Source: an optimization exercise on an open RTL-to-GDS flow (aim: small area, a short achievable clock period and few clock cycles). Production flows keep margins and buffers that such runs may drop.
Function was checked by simulation only, so behaviour that the tests miss may differ from the original.

build 30:
## mp_top
module mp_top
(
    input  logic        clock,
    input  logic        reset_n,
    input  logic        start,
    input  logic        y_wr_en,
    input  logic [1:0]  y_wr_addr,
    input  logic [31:0] y_wr_data,
    input  logic        dict_wr_en,
    input  logic [4:0]  dict_wr_addr,
    input  logic [31:0] dict_wr_data,
    input  logic [2:0]  x_rd_addr,
    output logic [31:0] x_rd_data,
    output logic        busy,
    output logic        done
);
    logic [4:0]  ph;
    logic [4:0]  ph_n;
    logic        accept;
    logic [31:0] dmem [32];
    logic [31:0] r [4];
    logic [31:0] r_n [4];
    logic [15:0] xone [4];
    logic [15:0] xtwo [4];
    logic [15:0] xneg [4];
    logic [31:0] yreg [4];
    logic [47:0] bs [4];
    logic [47:0] bc [4];
    logic [31:0] pb;
    logic [31:0] best_mag;
    logic [31:0] best_val;
    logic [2:0]  best_loc;
    logic [7:0]  best_oh;
    logic [31:0] best_xval;
    logic [2:0]  w1;
    logic [31:0] p1;
    logic [3:0]  sup;
    logic        r_spec;
    logic        r_p6;
    logic        r_late;
    logic [7:0]  r_oh;
    logic        b_upd_a;
    logic        b_upd_b;
    logic        b_upd_c;
    logic        b_upd_post;
    logic        c_val;
    logic        c_at6;
    logic        c_at7;
    logic        rec1;
    logic        win6;
    logic        win7;
    logic        c_take;
    logic        win_a;
    logic        c_first;
    logic [2:0]  c_atom;
    assign accept = start && !busy;
    always_comb begin
        if (accept) ph_n = (ph == 5'd23) ? 5'd24 : 5'd1;
        else if (ph == 5'd24) ph_n = busy ? 5'd1 : 5'd0;
        else if (ph == 5'd10) ph_n = win_a ? 5'd13 : 5'd11;
        else if (ph == 5'd11) ph_n = (win6 && !win7) ? 5'd13 : 5'd12;
        else if (ph != 5'd0) ph_n = ph + 5'd1;
        else ph_n = 5'd0;
    end
    always_ff @(posedge clock) begin
        if (!reset_n) begin
            ph         <= '0;
            busy       <= 1'b0;
            done       <= 1'b0;
            b_upd_a    <= 1'b0;
            b_upd_b    <= 1'b0;
            b_upd_c    <= 1'b0;
            b_upd_post <= 1'b0;
            c_val      <= 1'b0;
        end else begin
            done <= (ph == 5'd22);
            if (accept) busy <= 1'b1;
  ...
Size in the first run: about 17000 cells after synthesis, roughly 2100 flip-flops.
clock: 12.5 ns
lec_check: 0
abc_area: 1
cap_margin: 20
core_margin: 2
core_utilization: 48
slew_margin: 20
standard.sh (not shown) runs the stock make flow with config.mk's settings and CLKGATE_MAP_FILE= SYNTH_SCRIPT=/design/flow/synth_recipe.tcl, a recipe that flattens the netlist after the stock synthesis.
==> flow/flow/run.sh <==
#!/bin/bash
set -euo pipefail
export SETUP_SLACK_MARGIN=8.0
bash standard.sh > standard_flow.log 2>&1
Testbench counts of build 30, summed over its fixed seeds: cycles 4,043.
Setup changes, build 30 to build 17
Settings: a change of CORE_UTILIZATION from 48 to 40.
--- outcome ---
Measured against each other, build 30 and build 17 differ in total wire length after detailed routing, the higher figure coming from build 17.
On global-route usage over all layers: build 17 sits below build 30.
| first-iteration DRC count | build 17 vs build 30 | worse |
Build 30 reports its termination of the worst setup path as pb[26] while build 17 reports pb[24].
--- input diff build 17..build 50 ---
Settings: swapping 40 for 48 in CORE_UTILIZATION.
==> flow/flow/run.sh <==
#!/bin/bash
set -euo pipefail
export SETUP_SLACK_MARGIN=7.5
bash standard.sh > standard_flow.log 2>&1
Results
Of build 50 and build 17, build 50 shows the lower count of non-filler cells in the finished layout, with build 17 above it.
Relative to build 17, portion of the clock cycle consumed by the worst path in the final layout has increased by 3.8 points in build 50.
When the final numbers for build 50 and build 17 were put side by side, the fraction of layout instances using a drive strength above 1 turned out to be smaller in build 50.
Re final wirelength: build 50 is 35 mm down on build 17.
[diff] shortest period the worst path allows, build 50 relative to build 17: regression
The higher cell area of build 50 and build 17 is in build 17.
On clock latency reported for the late side of the worst-skew pair: build 50 sits below build 17.
In the reports for build 50 and build 17, the smaller register fraction of the total cell area belongs to build 17.
Build 50 vs build 17, worst setup path endpoint: xtwo[0][3] vs pb[24]
The layout-stage area growth over the synthesis result in build 50 sits 4.7 points below the value recorded for build 17.

---

Another version of the RTL of mp_top (not shown whole).
Size in the first run: ~18000 cells after synthesis, ~110 I/O pins, roughly 0.17 sq mm of cells after synthesis.
clock: 12.5 ns
lec_check: 0
abc_area: 1
cap_margin: 20
core_margin: 2
core_utilization: 40
slew_margin: 20
run.sh (not shown) runs the stock make flow with config.mk's settings and CLKGATE_MAP_FILE= SYNTH_SCRIPT=/design/flow/synth_recipe.tcl, a recipe that flattens the netlist after the stock synthesis.
Stock flow here: none of the scripts above is used.
The first run finished clean.
Testbench counts at the start, summed over its fixed seeds: cycles 4,256.
Then changed:
--- a/flow/config.mk
+++ b/flow/config.mk
@@ -11,2 +11,3 @@
 export CORE_UTILIZATION = 40
+export SETUP_SLACK_MARGIN = 5
 export SLEW_MARGIN = 20
Outcome:
- The changed run went through all stages and came out clean
- global-route usage hardly moves
- setup slack improved by 880 ps
- count of clock-buffer cells in the layout falls by 15
- area after synthesis stays the same
- wire length hardly moves
- design area is about the same
- non-clock buffer count is lower by 8

---

mp_top, a different RTL version from the one above (not shown whole).
For scale: ~17000 cells after synthesis, roughly 2000 flip-flops, ~110 I/O pins, about 160000 um^2 of cells after synthesis.
clock: 12.5 ns
lec_check: 0
abc_area: 1
cap_margin: 20
core_margin: 2
core_utilization: 40
slew_margin: 20
standard.sh (not shown) runs the stock make flow with config.mk's settings and CLKGATE_MAP_FILE= SYNTH_SCRIPT=/design/flow/synth_recipe.tcl, a recipe that flattens the netlist after the stock synthesis.
==> flow/flow/run.sh <==
#!/bin/bash
set -euo pipefail
export SETUP_SLACK_MARGIN=7.5
bash standard.sh > standard_flow.log 2>&1
The starting point ran to the end with no violations.
Testbench counts at the start, summed over its fixed seeds: cycles 4,256.
Then changed:
==> flow/run.sh (new file) <==
#!/bin/bash
# synth_recipe.tcl (not shown) runs the flow's synth.tcl, then flattens the netlist and writes it again
# the make line also repeats each setting of config.mk as NAME=value (left out here)
make -C /OpenROAD-flow-scripts/flow DESIGN_CONFIG=/design/flow/config.mk WORK_HOME=/design/flow/orfs CLKGATE_MAP_FILE= SYNTH_SCRIPT=/design/flow/synth_recipe.tcl finish
Settings changed: SETUP_SLACK_MARGIN set to 5.
removed: flow/flow/run.sh
removed: flow/standard.sh
Effect: Design area came out lower by 1.2%; flip-flop and latch count does not change; worst setup slack loses 0.77 ns.

what the ideal ports hide:
The flow's constraints put no driver on any port. The routed layouts listed below were extracted and timed again, unchanged, in two steps. Step 1: set_driving_cell puts a clkbuf_16 on clock and a buf_2 on each other input, an assumption about the parent block. Step 2, shift: input delay + t, output delay - t, t = (earliest + latest rising clock arrival at the registers) / 2. This alone moves slack from input paths to output paths. a / b / c = ideal / step 1 / step 2; a / b = the first two.
run | shift t [ns] | setup WS [ns] | hold WS [ns] | worst slew at a driven data input, ns
build 30 | 1.093 | 7.844 / 7.844 / 6.993 | 0.418 / 0.418 / 0.418 | 0.05
build 17 | 1.111 | 7.889 / 7.889 / 7.083 | 0.443 / 0.443 / 0.443 | 0.05
build 50 | 1.057 | 7.409 / 7.409 / 6.728 | 0.421 / 0.421 / 0.421 | 0.06
the first run of note 2 | 1.059 | 5.633 / 5.633 / 5.633 | 0.324 / 0.324 / 0.324 | 0.09
the second run of note 2 | 1.064 | 6.513 / 6.513 / 6.513 | 0.451 / 0.451 / 0.451 | 0.20
the first run of note 3 | 1.018 | 7.520 / 7.520 / 6.727 | 0.374 / 0.374 / 0.374 | 0.13
the second run of note 3 | 1.027 | 6.748 / 6.748 / 6.748 | 0.355 / 0.355 / 0.355 | 0.13
After both steps setup and hold are still met in every run listed. For build 30, which loses most, drivers alone change the setup slack by 0.000 ns; drivers and shift together by -0.851 ns.
